From an optimization exercise on the open Yosys and OpenROAD flow, aimed at small area, a short achievable clock period and few clock cycles per item; shortcuts taken in it are not production practice.
Function was checked by simulation only, so behaviour that the tests miss may differ from the original.
Power is estimated from default activity; no workload was simulated.

--- flow/config.mk ---
export PLATFORM = sky130hd
export DESIGN_NAME = step_sequencer_with_key_debounce_top
export DESIGN_NICKNAME = step_sequencer_with_key_debounce_top
export VERILOG_FILES = /design/flow/design.v
export SDC_FILE = /design/flow/constraint.sdc
export NUM_CORES = 4
export LEC_CHECK = 0
export CAP_MARGIN = 20
export CORE_MARGIN = 2
export CORE_UTILIZATION = 40
export SLEW_MARGIN = 20
--- flow/constraint.sdc ---
create_clock -name core_clock -period 10.0 [get_ports {clock}]
set_input_delay 2.0000 -clock core_clock [delete_from_list [all_inputs] [get_ports {clock}]]
set_output_delay 2.0000 -clock core_clock [all_outputs]
set_load 0.01 [all_outputs]
--- flow/design.v ---
package sqd_pkg;
   localparam int STEPS = 16;
   localparam int STEP_W = 4;
   localparam int KEY_W = 16;
   localparam int LEN_W = 16;
   localparam int CH_W = 3;
   localparam int NOTE_W = 7;
   localparam int NOTE_VALUES = 128;
   localparam int CV_W = 12;
   localparam int CV_MAX = 4095;
   localparam int NOTE_TOP = 119;
   localparam int COUNT_W = 8;
   localparam int CSR_DATA_W = 16;
   localparam int DEFAULT_CHANNELS = 8;
   localparam int DEFAULT_SETTLE_READS = 5;
   localparam logic [LEN_W-1:0] RESET_STEP_LENGTH = 16'd600;
   localparam logic [KEY_W-1:0] SCAN_IDLE = 16'hffff;
   typedef enum logic [1:0] {
      MODE_SCAN  = 2'd0,
      MODE_TICK  = 2'd1,
      MODE_WRITE = 2'd2
   } mode_type;
   typedef enum logic [1:0] {
      CSR_STEP_LENGTH  = 2'd0,
      CSR_RUN_ENABLE   = 2'd1,
      CSR_EDIT_CHANNEL = 2'd2
   } csr_index_type;
   typedef struct packed {
      logic [1:0] mode;
      logic [KEY_W-1:0] scan_bits;
      logic [CH_W-1:0] wr_channel;
      logic [STEP_W-1:0] wr_step;
      logic [NOTE_W-1:0] wr_note;
      logic wr_enabled;
   } req_item_type;
   typedef struct packed {
      logic advanced;
      logic [STEP_W-1:0] step_index;
      logic [CV_W-1:0] cv_first;
      logic [CV_W-1:0] cv_second;
      logic gate_first;
      logic gate_second;
      logic gate_drum;
      logic [STEPS-1:0] led_mask;
      logic [KEY_W-1:0] keys_down;
   } rsp_item_type;
endpackage
module sqd_cv_rom (
   input  logic [sqd_pkg::NOTE_W-1:0] note,
   output logic [sqd_pkg::CV_W-1:0] cv
);
   always_comb begin
      case (note)
         7'd0: cv = 12'd0;
         7'd1: cv = 12'd34;
         7'd2: cv = 12'd68;
         7'd3: cv = 12'd103;
         7'd4: cv = 12'd137;
         7'd5: cv = 12'd172;
         7'd6: cv = 12'd206;
         7'd7: cv = 12'd240;
         7'd8: cv = 12'd275;
         7'd9: cv = 12'd309;
         7'd10: cv = 12'd344;
         7'd11: cv = 12'd378;
         7'd12: cv = 12'd412;
         7'd13: cv = 12'd447;
         7'd14: cv = 12'd481;
         7'd15: cv = 12'd516;
         7'd16: cv = 12'd550;
         7'd17: cv = 12'd585;
         7'd18: cv = 12'd619;
         7'd19: cv = 12'd653;
         7'd20: cv = 12'd688;
         7'd21: cv = 12'd722;
         7'd22: cv = 12'd757;
         7'd23: cv = 12'd791;
         7'd24: cv = 12'd825;
         7'd25: cv = 12'd860;
         7'd26: cv = 12'd894;
         7'd27: cv = 12'd929;
         7'd28: cv = 12'd963;
         7'd29: cv = 12'd997;
         7'd30: cv = 12'd1032;
         7'd31: cv = 12'd1066;
         7'd32: cv = 12'd1101;
         7'd33: cv = 12'd1135;
         7'd34: cv = 12'd1170;
         7'd35: cv = 12'd1204;
         7'd36: cv = 12'd1238;
         7'd37: cv = 12'd1273;
         7'd38: cv = 12'd1307;
         7'd39: cv = 12'd1342;
         7'd40: cv = 12'd1376;
         7'd41: cv = 12'd1410;
         7'd42: cv = 12'd1445;
         7'd43: cv = 12'd1479;
         7'd44: cv = 12'd1514;
         7'd45: cv = 12'd1548;
         7'd46: cv = 12'd1582;
         7'd47: cv = 12'd1617;
         7'd48: cv = 12'd1651;
         7'd49: cv = 12'd1686;
         7'd50: cv = 12'd1720;
         7'd51: cv = 12'd1755;
         7'd52: cv = 12'd1789;
         7'd53: cv = 12'd1823;
         7'd54: cv = 12'd1858;
         7'd55: cv = 12'd1892;
         7'd56: cv = 12'd1927;
         7'd57: cv = 12'd1961;
         7'd58: cv = 12'd1995;
         7'd59: cv = 12'd2030;
         7'd60: cv = 12'd2064;
         7'd61: cv = 12'd2099;
         7'd62: cv = 12'd2133;
         7'd63: cv = 12'd2167;
         7'd64: cv = 12'd2202;
         7'd65: cv = 12'd2236;
         7'd66: cv = 12'd2271;
         7'd67: cv = 12'd2305;
         7'd68: cv = 12'd2340;
         7'd69: cv = 12'd2374;
         7'd70: cv = 12'd2408;
         7'd71: cv = 12'd2443;
         7'd72: cv = 12'd2477;
         7'd73: cv = 12'd2512;
         7'd74: cv = 12'd2546;
         7'd75: cv = 12'd2580;
         7'd76: cv = 12'd2615;
         7'd77: cv = 12'd2649;
         7'd78: cv = 12'd2684;
         7'd79: cv = 12'd2718;
         7'd80: cv = 12'd2752;
         7'd81: cv = 12'd2787;
         7'd82: cv = 12'd2821;
         7'd83: cv = 12'd2856;
         7'd84: cv = 12'd2890;
         7'd85: cv = 12'd2925;
         7'd86: cv = 12'd2959;
         7'd87: cv = 12'd2993;
         7'd88: cv = 12'd3028;
         7'd89: cv = 12'd3062;
         7'd90: cv = 12'd3097;
         7'd91: cv = 12'd3131;
         7'd92: cv = 12'd3165;
         7'd93: cv = 12'd3200;
         7'd94: cv = 12'd3234;
         7'd95: cv = 12'd3269;
         7'd96: cv = 12'd3303;
         7'd97: cv = 12'd3337;
         7'd98: cv = 12'd3372;
         7'd99: cv = 12'd3406;
         7'd100: cv = 12'd3441;
         7'd101: cv = 12'd3475;
         7'd102: cv = 12'd3510;
         7'd103: cv = 12'd3544;
         7'd104: cv = 12'd3578;
         7'd105: cv = 12'd3613;
         7'd106: cv = 12'd3647;
         7'd107: cv = 12'd3682;
         7'd108: cv = 12'd3716;
         7'd109: cv = 12'd3750;
         7'd110: cv = 12'd3785;
         7'd111: cv = 12'd3819;
         7'd112: cv = 12'd3854;
         7'd113: cv = 12'd3888;
         7'd114: cv = 12'd3922;
         7'd115: cv = 12'd3957;
         7'd116: cv = 12'd3991;
         7'd117: cv = 12'd4026;
         7'd118: cv = 12'd4060;
         7'd119: cv = 12'd4095;
         7'd120: cv = 12'd4095;
         7'd121: cv = 12'd4095;
         7'd122: cv = 12'd4095;
         7'd123: cv = 12'd4095;
         7'd124: cv = 12'd4095;
         7'd125: cv = 12'd4095;
         7'd126: cv = 12'd4095;
         7'd127: cv = 12'd4095;
         default: cv = 12'd4095;
      endcase
   end
endmodule
module step_sequencer_with_key_debounce_top #(
   parameter int CHANNELS = sqd_pkg::DEFAULT_CHANNELS,
   parameter int SETTLE_READS = sqd_pkg::DEFAULT_SETTLE_READS
) (
   input  logic clock,
   input  logic reset,
   input  logic req_valid,
   output logic req_ready,
   input  logic [1:0] req_mode,
   input  logic [sqd_pkg::KEY_W-1:0] req_scan_bits,
   input  logic [sqd_pkg::CH_W-1:0] req_wr_channel,
   input  logic [sqd_pkg::STEP_W-1:0] req_wr_step,
   input  logic [sqd_pkg::NOTE_W-1:0] req_wr_note,
   input  logic req_wr_enabled,
   output logic rsp_valid,
   input  logic rsp_ready,
   output logic rsp_advanced,
   output logic [sqd_pkg::STEP_W-1:0] rsp_step_index,
   output logic [sqd_pkg::CV_W-1:0] rsp_cv_first,
   output logic [sqd_pkg::CV_W-1:0] rsp_cv_second,
   output logic rsp_gate_first,
   output logic rsp_gate_second,
   output logic rsp_gate_drum,
   output logic [sqd_pkg::STEPS-1:0] rsp_led_mask,
   output logic [sqd_pkg::KEY_W-1:0] rsp_keys_down,
   input  logic csr_valid,
   output logic csr_ready,
   input  logic [1:0] csr_index,
   input  logic [sqd_pkg::CSR_DATA_W-1:0] csr_data
);
   localparam int STEPS = sqd_pkg::STEPS;
   localparam int LEN_W = sqd_pkg::LEN_W;
   localparam int KEY_W = sqd_pkg::KEY_W;
   localparam int NOTE_W = sqd_pkg::NOTE_W;
   localparam logic [sqd_pkg::COUNT_W-1:0] SETTLE_LAST = sqd_pkg::COUNT_W'(SETTLE_READS - 1);
   logic [LEN_W-1:0] step_length_ff;
   logic run_enable_ff;
   logic [sqd_pkg::CH_W-1:0] edit_channel_ff;
   logic [STEPS-1:0] rows_ff [CHANNELS];
   logic [NOTE_W-1:0] notes0_ff [STEPS];
   logic [NOTE_W-1:0] notes1_ff [STEPS];
   logic [sqd_pkg::STEP_W-1:0] step_ff;
   logic [LEN_W-1:0] elapsed_ff;
   logic [KEY_W-1:0] last_scan_ff;
   logic [sqd_pkg::COUNT_W-1:0] count_ff;
   logic [KEY_W-1:0] settled_ff;
   logic advanced_ff;
   logic valid_ff;
   logic accept;
   logic is_scan, is_tick, is_write;
   logic same_scan, settle;
   logic [STEPS-1:0] step_hot;
   logic [STEPS-1:0] wr_hot;
   assign csr_ready = 1'b1;
   assign req_ready = !valid_ff || rsp_ready;
   assign accept = req_valid && req_ready;
   assign is_scan = (req_mode == 2'd0);
   assign is_tick = (req_mode == 2'd1);
   assign is_write = (req_mode == 2'd2);
   assign same_scan = (req_scan_bits == last_scan_ff);
   assign settle = is_scan && same_scan && (count_ff == SETTLE_LAST);
   assign wr_hot = STEPS'(1) << req_wr_step;
   logic [LEN_W:0] diff0;
   logic [LEN_W-1:0] diff1, elapsed_inc;
   logic over0, over1, advance;
   logic [LEN_W-1:0] elapsed_next;
   assign diff0 = {1'b0, elapsed_ff} - {1'b0, step_length_ff};
   assign diff1 = diff0[LEN_W-1:0] + 1'b1;
   assign elapsed_inc = elapsed_ff + 1'b1;
   assign over0 = !diff0[LEN_W] && (diff0[LEN_W-1:0] != '0);
   assign over1 = !diff0[LEN_W] && (elapsed_ff != '1);
   assign advance = run_enable_ff && (is_tick ? over1 : over0);
   always_comb begin
      if (advance) elapsed_next = is_tick ? diff1 : diff0[LEN_W-1:0];
      else elapsed_next = is_tick ? elapsed_inc : elapsed_ff;
   end
   always_ff @(posedge clock) begin
      if (reset) begin
         step_length_ff <= sqd_pkg::RESET_STEP_LENGTH;
         run_enable_ff <= 1'b1;
         edit_channel_ff <= '0;
      end else if (csr_valid) begin
         case (csr_index)
            2'd0: step_length_ff <= csr_data[LEN_W-1:0];
            2'd1: run_enable_ff <= csr_data[0];
            2'd2: edit_channel_ff <= csr_data[sqd_pkg::CH_W-1:0];
            default: begin
            end
         endcase
      end
   end
   always_ff @(posedge clock) begin
      if (reset) begin
         valid_ff <= 1'b0;
      end else if (accept) begin
         valid_ff <= 1'b1;
      end else if (rsp_ready) begin
         valid_ff <= 1'b0;
      end
   end
   always_ff @(posedge clock) begin
      if (reset) begin
         step_ff <= '0;
         elapsed_ff <= '0;
         last_scan_ff <= sqd_pkg::SCAN_IDLE;
         count_ff <= '0;
         settled_ff <= '0;
         advanced_ff <= 1'b0;
      end else if (accept) begin
         advanced_ff <= advance;
         if (advance) step_ff <= step_ff + 1'b1;
         elapsed_ff <= elapsed_next;
         if (is_scan) begin
            if (same_scan) begin
               count_ff <= count_ff + 1'b1;
            end else begin
               last_scan_ff <= req_scan_bits;
               count_ff <= '0;
            end
         end
         if (settle) settled_ff <= ~req_scan_bits;
      end
   end
   for (genvar c = 0; c < CHANNELS; c++) begin : g_row
      logic wr_row, settle_row;
      assign wr_row = accept && is_write && (32'(req_wr_channel) == c);
      assign settle_row = accept && settle && (32'(edit_channel_ff) == c);
      always_ff @(posedge clock) begin
         if (reset) begin
            rows_ff[c] <= '0;
         end else begin
            for (int s = 0; s < STEPS; s++) begin
               if (wr_row && wr_hot[s]) rows_ff[c][s] <= req_wr_enabled;
               else if (settle_row) rows_ff[c][s] <= rows_ff[c][s] ^ (settled_ff[s] & req_scan_bits[s]);
            end
         end
      end
   end
   logic [NOTE_W-1:0] note_wdata;
   logic note_wr0, note_wr1;
   assign note_wdata = reset ? '0 : req_wr_note;
   assign note_wr0 = reset || (accept && is_write && (req_wr_channel == 3'd0));
   assign note_wr1 = reset || (accept && is_write && (req_wr_channel == 3'd1));
   always_ff @(posedge clock) begin
      for (int s = 0; s < STEPS; s++) begin
         if (note_wr0 && (reset || wr_hot[s])) notes0_ff[s] <= note_wdata;
         if (note_wr1 && (reset || wr_hot[s])) notes1_ff[s] <= note_wdata;
      end
   end
   assign step_hot = STEPS'(1) << step_ff;
   assign rsp_valid = valid_ff;
   assign rsp_advanced = advanced_ff;
   assign rsp_step_index = step_ff;
   assign rsp_gate_drum = step_ff[0];
   assign rsp_gate_first = rows_ff[0][step_ff];
   assign rsp_gate_second = rows_ff[1][step_ff];
   assign rsp_led_mask = rows_ff[edit_channel_ff] ^ step_hot;
   assign rsp_keys_down = settled_ff;
   sqd_cv_rom u_cv_first (.note(notes0_ff[step_ff]), .cv(rsp_cv_first));
   sqd_cv_rom u_cv_second (.note(notes1_ff[step_ff]), .cv(rsp_cv_second));
endmodule
--- flow/run.sh ---
#!/bin/bash
# synth_recipe.tcl (not shown) runs the flow's synth.tcl, then flattens the netlist and writes it again
# the make line also repeats each setting of config.mk as NAME=value (left out here)
make -C /OpenROAD-flow-scripts/flow DESIGN_CONFIG=/design/flow/config.mk WORK_HOME=/design/flow/orfs CLKGATE_MAP_FILE= SYNTH_SCRIPT=/design/flow/synth_recipe.tcl finish
==> impl_metrics.yaml, run 1 <==
global_route:
  antenna_found_initial: 0
  grt_usage: 0.2624
  grt_pass1_wl_mm: 139.1
  grt_max_degree: 86
  grt_pass1_vias: 22930
  grt_overflow_total: 0
sta:
  post-route-period-util: 0.8393
  fin_skew_ns: 0.01137
  rsz0062_at_grt: "false"
  setup_viol: 0
  fmax_mhz: 119.1
  hold_violations: 0
  slew_headroom: 0.2540
  worst_slack_ns: 1.607
  worst-slew-pin-transition_ns: 1.113
  fin_setup_tns_ns: 0
  min_period_ns: 8.393
  finalMaxSlewViolations: 0
cts:
  cts_tree: "yes"
  postCtsSetupBuffers: 0
  hold_buffers: 0
  cts_resized: 0
  insertion_delay_ns: 0.60
  htree_levels: 2
  clockBufferDepth: 3
  cts.clk_slew.worst_paths_ns: 0.06
  cts_root_buf: "clkbuf_16"
  cts_buffers: 49
  clock_sinks: 434
power_and_ir_drop:
  peakVddDrop_mv: 0.1697
  p_leak_uw: 0.01009
  power_density_nw_per_um2: 274.6
finish:
  nNetsFinal: 3050
  multi_input_area_um2: 14120
  syn_to_final_growth_pct: 12.59
  final_cell_mix: "347 x nand2_1, 323 x nor2_1, 224 x edfxtp_1"
  layout_commonest_cell: "nand2_1"
  regArea_um2: 10940
  fillers: 6148
  fin_util: 0.4569
  drive_gt1_frac: 0.08065
worst_setup_path:
  crit_required_ns: 8.00
  cp.arrival_ns: 6.39
  r2r_start: "last_scan_ff[14]$_SDFFE_PP1P_"
  reg2reg_to: "rows_ff[6][14]$_SDFFE_PP0P_"
  r2r_slack_ns: 5.62
  critPathKind: "reg2out"
  critPathMaxFanout: 26
  cp-start-kind: "flop"
  cp-endpoint: "rsp_cv_second[1]"
  rr_worst_depth: 9
  critPathLaunch: "step_ff[0]$_SDFFE_PP0P_"
  critPathCaptureType: "output port"
detailed_routing:
  drc: 0
  vias: 23950
  firstDrtPassIters: 8
  drt_iter0_markers: 3011
  detail-route-antenna-nets: 0
  wl_per_cell_um: 23.81
  viasPerCell: 6.250
  wl_mm: 91.22
floorplanning:
  die_w_um: 260.0
  initial_utilization: 0.4058
  ios: 123
  rows: 93
  die_height_um: 260.0
  design.die.area_um2: 67580
  coreArea_um2: 64580
yosys:
  synth_fp_nets: 3054
  ys_ff_latch: 434
  synth_edf_count: 224
  ys_warn_count: 8
  synth.largest_area_cell: "edfxtp_1"
  synthFlopType: "edfxtp_1"
  netlist_area_um2: 26210
  netlist_instances: 2941
  ys_seq_area_frac: 0.4171
  netlist_top_cells_area: "edfxtp_1 26%, dfxtp_1 16%, nand2_1 5.0%"
  synth_area_per_cell_um2: 8.911
  synth_top_area_frac: 0.2567
  synth-async-reset-ratio: 0
  synth_cell_type_count: 107
run:
  max_cap_viol_count: 0
status:
  status: "no timing/DRC/antenna violations"
placed_design:
  hpwl_mm: 61.82
  pre_cts_ws_ns: 2.399
  port_buffers: 121
  place_congestion: 0.9163
min_path:
  hp-class: "reg2reg"
-- state kept, by name, summed over array words and instances (netlist names) --
register	cells
step_ff	4
valid_ff	1
settled_ff	16
run_enable_ff	1
count_ff	8
last_scan_ff	16
elapsed_ff	16
step_length_ff	16
advanced_ff	1
edit_channel_ff	3
notes1_ff	112
notes0_ff	112
rows_ff	128
-- synth_stat cells (52+ instances only) --
cell	instances
nor3_1	185
dfxtp_1	210
a22oi_1	52
o21ai_0	75
edfxtp_1	224
nor2_1	328
xor2_1	110
clkbuf_1	142
xnor2_1	79
nand2_1	347
inv_1	59
nand3_1	116
buf_2	65
a211oi_1	77
a21oi_1	204
a221oi_1	59
ha_1	56
-- area by class of cell --
| type | count | area share |
|---|---|---|
| clock buffers | 73 | 0.04664 |
| clock inverters | 17 | 0.003816 |
| diodes | 1 | 0.00008481 |
| flip-flops and latches | 434 | 0.3706 |
| repair buffers | 178 | 0.05576 |
| multi-input cells | 2210 | 0.4786 |
| well taps | 855 | 0.03626 |
| inverters | 64 | 0.008141 |
-- metal layers --
metal,track usage,wire (um)
met1,0.3574,39240
met2,0.4246,42040
met3,0.03577,6637
met4,0.09642,3302
met5,0,0
-- where the power goes --
group / total, uW / leakage (uW) / switching, uW / internal (uW)
registers: 2080 / 0.00386 / 94.8 / 1990
logic: 4320 / 0.00549 / 2730 / 1580
clock network: 1710 / 0.000738 / 751 / 956
total: 8100 / 0.0101 / 3580 / 4520
-- worst min path at each step --
stage | start | endpoint | slack (ns) | cells after the start
2_1_floorplan | step_length_ff[10]$_SDFFE_PP0P_ | step_length_ff[10]$_SDFFE_PP0P_ | 0.44 | 2
6_report | step_length_ff[12]$_SDFFE_PP0P_ | step_length_ff[12]$_SDFFE_PP0P_ | 0.46 | 2
5_1_grt | step_length_ff[12]$_SDFFE_PP0P_ | step_length_ff[12]$_SDFFE_PP0P_ | 0.48 | 2
4_1_cts | step_length_ff[12]$_SDFFE_PP0P_ | step_length_ff[12]$_SDFFE_PP0P_ | 0.46 | 2
3_3_place_gp | step_length_ff[8]$_SDFFE_PP0P_ | step_length_ff[8]$_SDFFE_PP0P_ | 0.45 | 2
3_5_place_dp | step_length_ff[12]$_SDFFE_PP0P_ | step_length_ff[12]$_SDFFE_PP0P_ | 0.46 | 2
-- logic make-up after synthesis --
kind of cell	share of synthesized area
simple gates	0.1963
flops	0.4171
mux	0.04769
compound gates	0.1993
other cells	0.0001431
xor+xnor	0.06316
fa+ha+maj	0.02826
buf+inv	0.04808
-- through the flow --
step / instances / instance area [um^2] / power, uW / hold slack (ns)
after detailed placement: 3739 / 27980 / 6329 / 0.4555
after global placement: 3739 / 27970 / 6316 / 0.4478
after CTS: 3829 / 29470 / 8032 / 0.4638
final: 3832 / 29510 / 8104 / 0.4625
after global routing: 3831 / 29500 / 8528 / 0.4802
after floorplan: 2941 / 26210 / 5050 / 0.4363
-- critical path: stages (launching register included) --
cell and delay, ns:
dfxtp_1 0.76, ha_2 0.76, buf_4 0.37, a22o_1 0.18, a221oi_1 0.05, mux4_2 0.48
nand2_1 0.49, inv_1 0.53, ha_1 0.53, nor2_1 0.38, nand2_1 0.13, a21oi_1 0.22
nor4_1 0.08, a41oi_1 0.18, nand4_1 0.14, clkdlybuf4s50_1 0.51
Testbench counts, summed over its fixed seeds: cycles 19,232, items 19,200.
==> run 2, diff against run 1 <==
--- a/flow/design.v
+++ b/flow/design.v
@@ -51,135 +51,139 @@
 );
+   logic [5:0] q;
+   logic sat;
    always_comb begin
       case (note)
-         7'd0: cv = 12'd0;
-         7'd1: cv = 12'd34;
-         7'd2: cv = 12'd68;
-         7'd3: cv = 12'd103;
-         7'd4: cv = 12'd137;
-         7'd5: cv = 12'd172;
-         7'd6: cv = 12'd206;
-         7'd7: cv = 12'd240;
-         7'd8: cv = 12'd275;
-         7'd9: cv = 12'd309;
-         7'd10: cv = 12'd344;
-         7'd11: cv = 12'd378;
-         7'd12: cv = 12'd412;
-         7'd13: cv = 12'd447;
-         7'd14: cv = 12'd481;
-         7'd15: cv = 12'd516;
-         7'd16: cv = 12'd550;
-         7'd17: cv = 12'd585;
-         7'd18: cv = 12'd619;
-         7'd19: cv = 12'd653;
-         7'd20: cv = 12'd688;
-         7'd21: cv = 12'd722;
-         7'd22: cv = 12'd757;
-         7'd23: cv = 12'd791;
-         7'd24: cv = 12'd825;
-         7'd25: cv = 12'd860;
-         7'd26: cv = 12'd894;
-         7'd27: cv = 12'd929;
-         7'd28: cv = 12'd963;
-         7'd29: cv = 12'd997;
-         7'd30: cv = 12'd1032;
-         7'd31: cv = 12'd1066;
-         7'd32: cv = 12'd1101;
-         7'd33: cv = 12'd1135;
-         7'd34: cv = 12'd1170;
-         7'd35: cv = 12'd1204;
-         7'd36: cv = 12'd1238;
-         7'd37: cv = 12'd1273;
-         7'd38: cv = 12'd1307;
-         7'd39: cv = 12'd1342;
-         7'd40: cv = 12'd1376;
-         7'd41: cv = 12'd1410;
-         7'd42: cv = 12'd1445;
-         7'd43: cv = 12'd1479;
-         7'd44: cv = 12'd1514;
-         7'd45: cv = 12'd1548;
-         7'd46: cv = 12'd1582;
-         7'd47: cv = 12'd1617;
-         7'd48: cv = 12'd1651;
-         7'd49: cv = 12'd1686;
-         7'd50: cv = 12'd1720;
-         7'd51: cv = 12'd1755;
-         7'd52: cv = 12'd1789;
-         7'd53: cv = 12'd1823;
-         7'd54: cv = 12'd1858;
-         7'd55: cv = 12'd1892;
-         7'd56: cv = 12'd1927;
-         7'd57: cv = 12'd1961;
-         7'd58: cv = 12'd1995;
-         7'd59: cv = 12'd2030;
-         7'd60: cv = 12'd2064;
-         7'd61: cv = 12'd2099;
-         7'd62: cv = 12'd2133;
-         7'd63: cv = 12'd2167;
-         7'd64: cv = 12'd2202;
-         7'd65: cv = 12'd2236;
-         7'd66: cv = 12'd2271;
-         7'd67: cv = 12'd2305;
-         7'd68: cv = 12'd2340;
-         7'd69: cv = 12'd2374;
-         7'd70: cv = 12'd2408;
-         7'd71: cv = 12'd2443;
-         7'd72: cv = 12'd2477;
-         7'd73: cv = 12'd2512;
-         7'd74: cv = 12'd2546;
-         7'd75: cv = 12'd2580;
-         7'd76: cv = 12'd2615;
-         7'd77: cv = 12'd2649;
-         7'd78: cv = 12'd2684;
-         7'd79: cv = 12'd2718;
-         7'd80: cv = 12'd2752;
-         7'd81: cv = 12'd2787;
-         7'd82: cv = 12'd2821;
-         7'd83: cv = 12'd2856;
-         7'd84: cv = 12'd2890;
-         7'd85: cv = 12'd2925;
-         7'd86: cv = 12'd2959;
-         7'd87: cv = 12'd2993;
-         7'd88: cv = 12'd3028;
-         7'd89: cv = 12'd3062;
-         7'd90: cv = 12'd3097;
-         7'd91: cv = 12'd3131;
-         7'd92: cv = 12'd3165;
-         7'd93: cv = 12'd3200;
-         7'd94: cv = 12'd3234;
-         7'd95: cv = 12'd3269;
-         7'd96: cv = 12'd3303;
-         7'd97: cv = 12'd3337;
-         7'd98: cv = 12'd3372;
-         7'd99: cv = 12'd3406;
-         7'd100: cv = 12'd3441;
-         7'd101: cv = 12'd3475;
-         7'd102: cv = 12'd3510;
-         7'd103: cv = 12'd3544;
-         7'd104: cv = 12'd3578;
-         7'd105: cv = 12'd3613;
-         7'd106: cv = 12'd3647;
-         7'd107: cv = 12'd3682;
-         7'd108: cv = 12'd3716;
-         7'd109: cv = 12'd3750;
-         7'd110: cv = 12'd3785;
-         7'd111: cv = 12'd3819;
-         7'd112: cv = 12'd3854;
-         7'd113: cv = 12'd3888;
-         7'd114: cv = 12'd3922;
-         7'd115: cv = 12'd3957;
-         7'd116: cv = 12'd3991;
-         7'd117: cv = 12'd4026;
-         7'd118: cv = 12'd4060;
-         7'd119: cv = 12'd4095;
-         7'd120: cv = 12'd4095;
-         7'd121: cv = 12'd4095;
-         7'd122: cv = 12'd4095;
-         7'd123: cv = 12'd4095;
-         7'd124: cv = 12'd4095;
-         7'd125: cv = 12'd4095;
-         7'd126: cv = 12'd4095;
-         7'd127: cv = 12'd4095;
-         default: cv = 12'd4095;
+         7'd0: q = 6'd0;
+         7'd1: q = 6'd0;
+         7'd2: q = 6'd0;
+         7'd3: q = 6'd1;
+         7'd4: q = 6'd1;
+         7'd5: q = 6'd2;
+         7'd6: q = 6'd2;
+         7'd7: q = 6'd2;
+         7'd8: q = 6'd3;
+         7'd9: q = 6'd3;
+         7'd10: q = 6'd4;
+         7'd11: q = 6'd4;
+         7'd12: q = 6'd4;
+         7'd13: q = 6'd5;
+         7'd14: q = 6'd5;
+         7'd15: q = 6'd6;
+         7'd16: q = 6'd6;
+         7'd17: q = 6'd7;
+         7'd18: q = 6'd7;
+         7'd19: q = 6'd7;
+         7'd20: q = 6'd8;
+         7'd21: q = 6'd8;
+         7'd22: q = 6'd9;
+         7'd23: q = 6'd9;
+         7'd24: q = 6'd9;
+         7'd25: q = 6'd10;
+         7'd26: q = 6'd10;
+         7'd27: q = 6'd11;
+         7'd28: q = 6'd11;
+         7'd29: q = 6'd11;
+         7'd30: q = 6'd12;
+         7'd31: q = 6'd12;
+         7'd32: q = 6'd13;
+         7'd33: q = 6'd13;
+         7'd34: q = 6'd14;
+         7'd35: q = 6'd14;
+         7'd36: q = 6'd14;
+         7'd37: q = 6'd15;
+         7'd38: q = 6'd15;
+         7'd39: q = 6'd16;
+         7'd40: q = 6'd16;
+         7'd41: q = 6'd16;
+         7'd42: q = 6'd17;
+         7'd43: q = 6'd17;
+         7'd44: q = 6'd18;
+         7'd45: q = 6'd18;
+         7'd46: q = 6'd18;
+         7'd47: q = 6'd19;
+         7'd48: q = 6'd19;
+         7'd49: q = 6'd20;
+         7'd50: q = 6'd20;
+         7'd51: q = 6'd21;
+         7'd52: q = 6'd21;
+         7'd53: q = 6'd21;
+         7'd54: q = 6'd22;
+         7'd55: q = 6'd22;
+         7'd56: q = 6'd23;
+         7'd57: q = 6'd23;
+         7'd58: q = 6'd23;
+         7'd59: q = 6'd24;
+         7'd60: q = 6'd24;
+         7'd61: q = 6'd25;
+         7'd62: q = 6'd25;
+         7'd63: q = 6'd25;
+         7'd64: q = 6'd26;
+         7'd65: q = 6'd26;
+         7'd66: q = 6'd27;
+         7'd67: q = 6'd27;
+         7'd68: q = 6'd28;
+         7'd69: q = 6'd28;
+         7'd70: q = 6'd28;
+         7'd71: q = 6'd29;
+         7'd72: q = 6'd29;
+         7'd73: q = 6'd30;
+         7'd74: q = 6'd30;
+         7'd75: q = 6'd30;
+         7'd76: q = 6'd31;
+         7'd77: q = 6'd31;
+         7'd78: q = 6'd32;
+         7'd79: q = 6'd32;
+         7'd80: q = 6'd32;
+         7'd81: q = 6'd33;
+         7'd82: q = 6'd33;
+         7'd83: q = 6'd34;
+         7'd84: q = 6'd34;
+         7'd85: q = 6'd35;
+         7'd86: q = 6'd35;
+         7'd87: q = 6'd35;
+         7'd88: q = 6'd36;
+         7'd89: q = 6'd36;
+         7'd90: q = 6'd37;
+         7'd91: q = 6'd37;
+         7'd92: q = 6'd37;
+         7'd93: q = 6'd38;
+         7'd94: q = 6'd38;
+         7'd95: q = 6'd39;
+         7'd96: q = 6'd39;
+         7'd97: q = 6'd39;
+         7'd98: q = 6'd40;
+         7'd99: q = 6'd40;
+         7'd100: q = 6'd41;
+         7'd101: q = 6'd41;
+         7'd102: q = 6'd42;
+         7'd103: q = 6'd42;
+         7'd104: q = 6'd42;
+         7'd105: q = 6'd43;
+         7'd106: q = 6'd43;
+         7'd107: q = 6'd44;
+         7'd108: q = 6'd44;
+         7'd109: q = 6'd44;
+         7'd110: q = 6'd45;
+         7'd111: q = 6'd45;
+         7'd112: q = 6'd46;
+         7'd113: q = 6'd46;
+         7'd114: q = 6'd46;
+         7'd115: q = 6'd47;
+         7'd116: q = 6'd47;
+         7'd117: q = 6'd48;
+         7'd118: q = 6'd48;
+         7'd119: q = 6'd49;
+         7'd120: q = 6'd0;
+         7'd121: q = 6'd0;
+         7'd122: q = 6'd0;
+         7'd123: q = 6'd0;
+         7'd124: q = 6'd0;
+         7'd125: q = 6'd0;
+         7'd126: q = 6'd0;
+         7'd127: q = 6'd0;
+         default: q = 6'd0;
       endcase
    end
+   assign sat = (note >= 7'd120);
+   assign cv = ({note, 5'b0} + {4'b0, note, 1'b0} + {6'b0, q}) | {12{sat}};
 endmodule
--- a/flow/config.mk
+++ b/flow/config.mk
@@ -9,3 +9,5 @@
 export CORE_MARGIN = 2
-export CORE_UTILIZATION = 40
+export CORE_UTILIZATION = 65
+export SETUP_SLACK_MARGIN = 5
 export SLEW_MARGIN = 20
+export TNS_END_PERCENT = 100
==> run 2 against run 1 <==
Net effect: register-to-register slack better by 0.28 ns; hold slack worse by 0.0040 ns; critical endpoint is now rsp_cv_first[10]; synthesized cell count down 10%; critical path type unchanged.
==> impl_metrics.yaml, run 2 <==
status:
  status: "no timing/DRC/antenna violations"
power_and_ir_drop:
  peakVddDrop_mv: 0.5036
  power_frac_seq: 0.194
  power.switching_uw: 4641
  p_leak_uw: 0.01033
  p_clk_frac: 0.157
  total_power_uw: 10830
  p_int_uw: 6193
  swShare: 0.4284
  comb_power_share: 0.649
  power_density_nw_per_um2: 365.5
floorplanning:
  rows: 70
  design.die.area_um2: 38930
  initial_utilization: 0.6619
  ios: 123
  die_height_um: 197.3
  die_w_um: 197.3
  coreArea_um2: 36700
placed_design:
  port_buffers: 121
  placed_cells: 3094
  place_congestion: 0.9611
  hpwl_mm: 50.05
global_route:
  grt_pass1_wl_mm: 127.1
  grt_pass1_vias: 22380
  grt_max_degree: 103
  grt_usage: 0.4246
  antenna_found_initial: 1
  grt_overflow_total: 0
sta:
  setup_viol: 0
  rsz0062_at_grt: "true"
  post-route-period-util: 0.7739
  fin_setup_tns_ns: 0
  fmax_mhz: 129.2
  min_period_ns: 7.739
  fin_skew_ns: 0.02110
  finalMaxSlewViolations: 0
  holdWs_ns: 0.4584
  slew_headroom: 0.1981
  hold_violations: 0
  worst-slew-pin-transition_ns: 1.202
yosys:
  ys_ff_latch: 434
  synth_top_area_frac: 0.2769
  synth_edf_count: 224
  synth_most_common_cell: "nand2_1"
  ys_warn_count: 8
  synth_area_per_cell_um2: 9.187
  synth.largest_area_cell: "edfxtp_1"
  netlist_area_um2: 24290
  synthFlopType: "edfxtp_1"
  synth-async-reset-ratio: 0
  synth_fp_nets: 2772
  synth_cell_type_count: 88
  ys_seq_area_frac: 0.4500
  netlist_top_cells_area: "edfxtp_1 28%, dfxtp_1 17%, nand2_1 5.6%"
  ys_top_cells_by_count: "365 x nand2_1, 356 x nor2_1, 224 x edfxtp_1"
  netlist_instances: 2644
finish:
  top_regs: "rows_ff (128), notes0_ff (112), notes1_ff (112)"
  largest_register: "rows_ff"
  layout_commonest_cell: "nand2_1"
  largest_reg_flops: 128
  nNetsFinal: 2957
  final_cells: 3332
  final_cell_mix: "356 x nand2_1, 336 x nor2_1, 224 x edfxtp_1"
  syn_to_final_growth_pct: 22.04
  drive_gt1_frac: 0.1778
  fin_util: 0.8077
worst_setup_path:
  cpMaxStageDelayCell: "dfxtp_4"
  cp-start-kind: "flop"
  crit_required_ns: 8.00
  critPathCaptureType: "output port"
  critPathKind: "reg2out"
  cp.arrival_ns: 5.74
  critPathMaxFanout: 15
  max_stage_delay_ns: 0.38
run:
  max_cap_viol_count: 0
cts:
  cts_tree: "yes"
  hold_buffers: 0
  clock_sinks: 434
  insertion_delay_ns: 0.60
  cts.clk_slew.worst_paths_ns: 0.06
  cts_buffers: 45
  htree_levels: 2
  clockBufferDepth: 3
  cts_root_buf: "clkbuf_16"
detailed_routing:
  wl_mm: 85.41
  viasPerCell: 6.985
  drc: 0
  detail-route-antenna-nets: 0
  firstDrtPassIters: 9
  drt_iter0_markers: 3554
  wl_per_cell_um: 25.63
  vias: 23280
min_path:
  hp-class: "reg2reg"
run 2: cell types whose count changed after synthesis, sizes merged, moves of 10 or more:
cell    previous run  this run
a311oi            17         5
nor3             186        24
a211oi            77       161
nor2             330       356
a22oi             52        42
a221oi            61        25
xor2             110        70
nand2            349       365
xnor2             79       127
ha                56        67
inv               63        73
clkbuf           142       114
a21oi            208        96
buf               91        65
run 2: final timing paths:
kind / startpoint / cells after the start / endpoint / slack, ns
setup / recovery: step_ff[1]$_SDFFE_PP0P_ / 30 / rsp_cv_first[10] / 2.26
hold / removal: step_length_ff[5]$_SDFFE_PP0P_ / 2 / step_length_ff[5]$_SDFFE_PP0P_ / 0.46
setup reg to reg: elapsed_ff[0]$_SDFFE_PP0P_ / 13 / elapsed_ff[12]$_SDFFE_PP0P_ / 5.90
hold reg to reg: step_length_ff[5]$_SDFFE_PP0P_ / 2 / step_length_ff[5]$_SDFFE_PP0P_ / 0.46
run 2: metal layers:
metal  GRT usage  vias to the layer above  routed length [um]
met5           0                        -                   0
met4      0.2545                        0                5586
met3     0.08588                      406               10870
met2      0.6591                     1928               38500
met1      0.5521                    10960               30460
li1            -                     9986                   -
run 2: critical path, delay by kind of cell (launching register included):
family | cells | cell delay [ns]
buf+inv | 8 | 0.99
mux | 2 | 0.57
simple gates | 6 | 0.81
xor+xnor | 1 | 0.16
compound gates | 8 | 1.05
flops | 1 | 0.38
fa+ha+maj | 5 | 1.19
run 2: final cells by class:
cell class                      count  area, um^2
Antenna cell                        1       2.502
Clock buffer                       66        1275
Clock inverter                     15       180.2
Fill cell                        2247        7056
Inverter                           74       329.1
Multi-Input combinational cell   1959       13280
Sequential cell                   434       10950
Tap cell                          468       585.6
Timing Repair Buffer              313        3030
Timing Repair inverter              2       13.76
run 2: cells by family after synthesis:
| logic type | after synthesis | share of synthesized area |
|---|---|---|
| xor+xnor | 197 | 0.07104 |
| fa+ha+maj | 72 | 0.03863 |
| other cells | 1 | 0.0001544 |
| simple gates | 1012 | 0.1807 |
| buf+inv | 253 | 0.04214 |
| flops | 434 | 0.4500 |
| compound gates | 600 | 0.1748 |
| mux | 75 | 0.04255 |
run 2: timing repair:
action / in CTS / in global routing
hold endpoints to repair: 0 / 0
pin swaps: 52 / 58
setup endpoints to repair: 169 / 103
gates cloned: 7 / 3
resized for setup: 197 / 117
setup buffers: 104 / 42
run 2: per-stage QoR:
stage	instance area (um^2)	worst slack (ns)
2_1_floorplan	24670	2.994
3_3_place_gp	25930	1.510
3_5_place_dp	25930	1.411
4_1_cts	28880	2.471
5_1_grt	29640	2.060
6_report	29640	2.261
run 2: power groups by stage:
stage,sequential (uW),clock [uW],combinational (uW)
6_report,2100,1700,7030
3_3_place_gp,2130,0,5450
4_1_cts,2090,1680,6250
5_1_grt,2110,1750,7490
2_1_floorplan,2090,0,3810
3_5_place_dp,2130,0,5550
Testbench counts of run 2, summed over its fixed seeds: cycles 19,232, items 19,200.
==> run 3, diff against run 2 <==
--- a/flow/design.v
+++ b/flow/design.v
@@ -224,2 +224,26 @@
    localparam logic [sqd_pkg::COUNT_W-1:0] SETTLE_LAST = sqd_pkg::COUNT_W'(SETTLE_READS - 1);
+   logic move;
+   logic accept;
+   sqd_pkg::req_item_type port_req, skid_req, s0_req;
+   logic skid_valid, s0_valid;
+   assign csr_ready = 1'b1;
+   assign req_ready = !skid_valid;
+   assign accept = req_valid && !skid_valid;
+   assign port_req = {req_mode, req_scan_bits, req_wr_channel, req_wr_step, req_wr_note,
+                      req_wr_enabled};
+   always_ff @(posedge clock) begin
+      if (reset) begin
+         skid_valid <= 1'b0;
+         s0_valid <= 1'b0;
+      end else if (move) begin
+         skid_valid <= 1'b0;
+         s0_valid <= skid_valid || accept;
+      end else if (accept) begin
+         skid_valid <= 1'b1;
+      end
+   end
+   always_ff @(posedge clock) begin
+      if (!move && !skid_valid) skid_req <= port_req;
+      if (move) s0_req <= skid_valid ? skid_req : port_req;
+   end
    logic [LEN_W-1:0] step_length_ff;
@@ -236,17 +260,14 @@
    logic advanced_ff;
-   logic valid_ff;
-   logic accept;
+   logic pend_ff;
+   logic apply;
    logic is_scan, is_tick, is_write;
    logic same_scan, settle;
-   logic [STEPS-1:0] step_hot;
    logic [STEPS-1:0] wr_hot;
-   assign csr_ready = 1'b1;
-   assign req_ready = !valid_ff || rsp_ready;
-   assign accept = req_valid && req_ready;
-   assign is_scan = (req_mode == 2'd0);
-   assign is_tick = (req_mode == 2'd1);
-   assign is_write = (req_mode == 2'd2);
-   assign same_scan = (req_scan_bits == last_scan_ff);
+   assign apply = move && s0_valid;
+   assign is_scan = (s0_req.mode == 2'd0);
+   assign is_tick = (s0_req.mode == 2'd1);
+   assign is_write = (s0_req.mode == 2'd2);
+   assign same_scan = (s0_req.scan_bits == last_scan_ff);
    assign settle = is_scan && same_scan && (count_ff == SETTLE_LAST);
-   assign wr_hot = STEPS'(1) << req_wr_step;
+   assign wr_hot = STEPS'(1) << s0_req.wr_step;
    logic [LEN_W:0] diff0;
@@ -282,11 +303,2 @@
       if (reset) begin
-         valid_ff <= 1'b0;
-      end else if (accept) begin
-         valid_ff <= 1'b1;
-      end else if (rsp_ready) begin
-         valid_ff <= 1'b0;
-      end
-   end
-   always_ff @(posedge clock) begin
-      if (reset) begin
          step_ff <= '0;
@@ -297,3 +309,3 @@
          advanced_ff <= 1'b0;
-      end else if (accept) begin
+      end else if (apply) begin
          advanced_ff <= advance;
@@ -305,3 +317,3 @@
             end else begin
-               last_scan_ff <= req_scan_bits;
+               last_scan_ff <= s0_req.scan_bits;
                count_ff <= '0;
@@ -309,3 +321,3 @@
          end
-         if (settle) settled_ff <= ~req_scan_bits;
+         if (settle) settled_ff <= ~s0_req.scan_bits;
       end
@@ -314,4 +326,4 @@
       logic wr_row, settle_row;
-      assign wr_row = accept && is_write && (32'(req_wr_channel) == c);
-      assign settle_row = accept && settle && (32'(edit_channel_ff) == c);
+      assign wr_row = apply && is_write && (32'(s0_req.wr_channel) == c);
+      assign settle_row = apply && settle && (32'(edit_channel_ff) == c);
       always_ff @(posedge clock) begin
@@ -321,4 +333,4 @@
             for (int s = 0; s < STEPS; s++) begin
-               if (wr_row && wr_hot[s]) rows_ff[c][s] <= req_wr_enabled;
-               else if (settle_row) rows_ff[c][s] <= rows_ff[c][s] ^ (settled_ff[s] & req_scan_bits[s]);
+               if (wr_row && wr_hot[s]) rows_ff[c][s] <= s0_req.wr_enabled;
+               else if (settle_row) rows_ff[c][s] <= rows_ff[c][s] ^ (settled_ff[s] & s0_req.scan_bits[s]);
             end
@@ -329,5 +341,5 @@
    logic note_wr0, note_wr1;
-   assign note_wdata = reset ? '0 : req_wr_note;
-   assign note_wr0 = reset || (accept && is_write && (req_wr_channel == 3'd0));
-   assign note_wr1 = reset || (accept && is_write && (req_wr_channel == 3'd1));
+   assign note_wdata = reset ? '0 : s0_req.wr_note;
+   assign note_wr0 = reset || (apply && is_write && (s0_req.wr_channel == 3'd0));
+   assign note_wr1 = reset || (apply && is_write && (s0_req.wr_channel == 3'd1));
    always_ff @(posedge clock) begin
@@ -338,13 +350,39 @@
    end
-   assign step_hot = STEPS'(1) << step_ff;
-   assign rsp_valid = valid_ff;
-   assign rsp_advanced = advanced_ff;
-   assign rsp_step_index = step_ff;
-   assign rsp_gate_drum = step_ff[0];
-   assign rsp_gate_first = rows_ff[0][step_ff];
-   assign rsp_gate_second = rows_ff[1][step_ff];
-   assign rsp_led_mask = rows_ff[edit_channel_ff] ^ step_hot;
-   assign rsp_keys_down = settled_ff;
-   sqd_cv_rom u_cv_first (.note(notes0_ff[step_ff]), .cv(rsp_cv_first));
-   sqd_cv_rom u_cv_second (.note(notes1_ff[step_ff]), .cv(rsp_cv_second));
+   sqd_pkg::rsp_item_type result, rsp_ff;
+   logic rsp_valid_ff;
+   logic [sqd_pkg::CV_W-1:0] cv_first, cv_second;
+   assign move = !rsp_valid_ff || rsp_ready;
+   sqd_cv_rom u_cv_first (.note(notes0_ff[step_ff]), .cv(cv_first));
+   sqd_cv_rom u_cv_second (.note(notes1_ff[step_ff]), .cv(cv_second));
+   always_comb begin
+      result.advanced = advanced_ff;
+      result.step_index = step_ff;
+      result.cv_first = cv_first;
+      result.cv_second = cv_second;
+      result.gate_first = rows_ff[0][step_ff];
+      result.gate_second = rows_ff[1][step_ff];
+      result.gate_drum = step_ff[0];
+      result.led_mask = rows_ff[edit_channel_ff] ^ (STEPS'(1) << step_ff);
+      result.keys_down = settled_ff;
+   end
+   always_ff @(posedge clock) begin
+      if (reset) begin
+         pend_ff <= 1'b0;
+         rsp_valid_ff <= 1'b0;
+      end else if (move) begin
+         pend_ff <= s0_valid;
+         rsp_valid_ff <= pend_ff;
+      end
+      if (move) rsp_ff <= result;
+   end
+   assign rsp_valid = rsp_valid_ff;
+   assign rsp_advanced = rsp_ff.advanced;
+   assign rsp_step_index = rsp_ff.step_index;
+   assign rsp_cv_first = rsp_ff.cv_first;
+   assign rsp_cv_second = rsp_ff.cv_second;
+   assign rsp_gate_first = rsp_ff.gate_first;
+   assign rsp_gate_second = rsp_ff.gate_second;
+   assign rsp_gate_drum = rsp_ff.gate_drum;
+   assign rsp_led_mask = rsp_ff.led_mask;
+   assign rsp_keys_down = rsp_ff.keys_down;
 endmodule
==> run 3 against run 2 <==
Net effect: final cell count up 9.1%; hold slack got worse by 0.0030 ns; design area grew 16%; critical path depth decreased by 2; synthesized cell count increased by 8.1%; combinational power decreased by 54%; largest cell class is now flip-flops and latches; largest power group unchanged.
==> impl_metrics.yaml, run 3 <==
cts:
  hold_buffers: 0
  clockBufferDepth: 3
  cts_tree: "yes"
  cts_buffers: 56
  clock_sinks: 566
  insertion_delay_ns: 0.64
  cts.clk_slew.worst_paths_ns: 0.06
  htree_levels: 2
  cts_root_buf: "clkbuf_16"
power_and_ir_drop:
  power_density_nw_per_um2: 240.0
  peakVddDrop_mv: 0.2019
  total_power_uw: 8221
  p_leak_uw: 0.01190
placed_design:
  hpwl_mm: 55.13
  place_area_um2: 30340
  port_buffers: 121
  placed_cells: 3407
  place_congestion: 0.9934
worst_setup_path:
  crit_required_ns: 10.35
  cp.arrival_ns: 5.82
  cpMaxStageDelayCell: "a311oi_1"
  critPathCaptureType: "flop"
  critPathKind: "reg2reg"
  max_stage_delay_ns: 0.42
  critPathMaxFanout: 7
  cp-start-kind: "flop"
  cpMostUsedCell: "o21ai_2"
finish:
  diodes: 0
  regArea_um2: 14880
  largest_reg_flops: 128
  final_cell_mix: "375 x nand2_1, 353 x edfxtp_1, 261 x nor2_1"
  nNetsFinal: 3126
  fin_util: 0.7798
  largest_register: "rows_ff"
  layout_commonest_cell: "nand2_1"
  syn_to_final_growth_pct: 19.01
  multi_input_area_um2: 13610
  final_area_um2: 34260
  top_regs: "rows_ff (128), notes0_ff (112), notes1_ff (112)"
  drive_gt1_frac: 0.1544
  fillers: 2861
  final_cells: 3636
yosys:
  synth_most_common_cell: "nand2_1"
  synth_cell_type_count: 90
  synth_fp_nets: 2985
  netlist_top_cells_area: "edfxtp_1 37%, dfxtp_1 15%, nand2_1 5.0%"
  synth_area_per_cell_um2: 10.08
  ys_ff_latch: 566
  ys_top_cells_by_count: "380 x nand2_1, 353 x edfxtp_1, 278 x nor2_1"
  netlist_instances: 2857
  synthFlopType: "edfxtp_1"
  netlist_area_um2: 28790
  synth_edf_count: 353
  synth.largest_area_cell: "edfxtp_1"
  ys_seq_area_frac: 0.5164
  synth-async-reset-ratio: 0
  ys_warn_count: 8
  synth_top_area_frac: 0.3682
sta:
  rsz0062_at_grt: "true"
  fin_skew_ns: 0.03261
  slew_headroom: 0.2724
  setup_viol: 0
  finalMaxSlewViolations: 0
  fin_setup_tns_ns: 0
  min_period_ns: 5.473
  fmax_mhz: 182.7
  hold_violations: 0
  worst-slew-pin-transition_ns: 1.085
  post-route-period-util: 0.5473
detailed_routing:
  vias: 25100
  viasPerCell: 6.904
  drc: 0
  firstDrtPassIters: 8
  wl_per_cell_um: 25.60
  detail-route-antenna-nets: 0
  wl_mm: 93.07
  drt_iter0_markers: 3965
global_route:
  grt_usage: 0.3775
  grt_max_degree: 111
  antenna_found_initial: 0
  grt_pass1_wl_mm: 135.6
  grt_overflow_total: 0
  grt_pass1_vias: 23350
floorplanning:
  die_height_um: 214.4
  rows: 77
  coreArea_um2: 43930
  die_w_um: 214.4
  initial_utilization: 0.6552
  ios: 123
  design.die.area_um2: 45990
run:
  max_cap_viol_count: 0
min_path:
  hp-class: "reg2reg"
status:
  status: "no timing/DRC/antenna violations"
[run 3: worst paths after layout]
| check | start | endpoint | slack (ns) | depth (start not counted) |
|---|---|---|---|---|
| min | step_length_ff[15]$_SDFFE_PP0P_ | step_length_ff[15]$_SDFFE_PP0P_ | 0.46 | 2 |
| max | step_ff[0]$_SDFFE_PP0P_ | rsp_ff[45]$_DFFE_PN_ | 4.53 | 28 |
| min reg2reg | step_length_ff[15]$_SDFFE_PP0P_ | step_length_ff[15]$_SDFFE_PP0P_ | 0.46 | 2 |
| max reg2reg | step_ff[0]$_SDFFE_PP0P_ | rsp_ff[45]$_DFFE_PN_ | 4.53 | 28 |
[run 3: layout make-up]
cell class	count	area share
inverter	78	0.01077
sequential	566	0.4343
timing repair buffer	272	0.08071
timing repair inverter	7	0.001461
multi-input combinational	2017	0.3972
clock inverter	29	0.009057
tap	592	0.02162
clock buffer	75	0.04485
[run 3: critical path, delay by kind of cell, from the launching register on]
kind | cells | cell delay [ns]
simple gates | 6 | 0.78
xor+xnor | 1 | 0.14
buf+inv | 6 | 0.79
fa+ha+maj | 4 | 1.03
compound gates | 11 | 2.09
flops | 1 | 0.38
[run 3: through the flow]
step                      worst slack (ns)  hold WS [ns]
final                                4.527        0.4554
after global routing                 4.435        0.4787
after CTS                            4.848        0.4568
after detailed placement             3.416        0.4484
after global placement               3.573        0.4453
after floorplan                      4.922        0.4081
[run 3: per-layer routing]
layer  track usage  wire, um
met5             0         0
met4        0.1838      5223
met3       0.05901      9710
met2        0.5961     43000
met1        0.5135     35140
[run 3: power breakdown]
part / total [uW] / switching [uW] / internal, uW
clock: 2170 / 934 / 1230
sequential: 2830 / 106 / 2720
combinational: 3220 / 1840 / 1380
total: 8220 / 2880 / 5340
[run 3: cell families after synthesis]
family	Yosys count	share of synthesized area
other cells	1	0.0001303
flops	566	0.5164
xor+xnor	114	0.03469
compound gates	691	0.1655
mux	116	0.04916
buf+inv	277	0.03825
fa+ha+maj	72	0.03260
simple gates	1020	0.1633
[run 3: what timing repair did]
item / CTS / global route
gates cloned: 10 / 8
pin swaps: 35 / 65
endpoints found under the setup margin: 373 / 55
endpoints found under the hold margin: 0 / 0
resized for setup: 113 / 95
buffers inserted: 59 / 46
Testbench counts of run 3, summed over its fixed seeds: cycles 19,296, items 19,200.

## what the ideal ports hide
Ports are ideal in the flow. The routed layouts listed here were re-timed in OpenROAD.
Step 1: set_driving_cell puts a clkbuf_16 on clock and a buf_2 on each other input, an assumption about the parent block.
Step 2 adds t to the input delays and takes it off the output delays; t is the mean of the earliest and latest rising clock arrival at the registers after step 1. Input paths then give back, and output paths get back, about the clock's delay inside the block.
Three values: ideal ports, drivers, drivers and shift; two values: the first two.
| run | t, ns | setup WS [ns] | hold slack, ns | worst data-port slew with drivers (ns) |
|---|---|---|---|---|
| run 1 | 0.653 | 1.607 / 1.546 / 2.199 | 0.462 / 0.462 / 0.462 | 0.04 |
| run 2 | 0.642 | 2.261 / 2.208 / 2.850 | 0.458 / 0.458 / 0.458 | 0.04 |
| run 3 | 0.682 | 4.527 / 4.527 / 4.399 | 0.455 / 0.455 / 0.455 | 0.04 |
After both steps setup and hold are still met in every run listed. The setup slack of run 3, which loses most, moves by 0.000 ns with the drivers and by -0.128 ns with both steps.
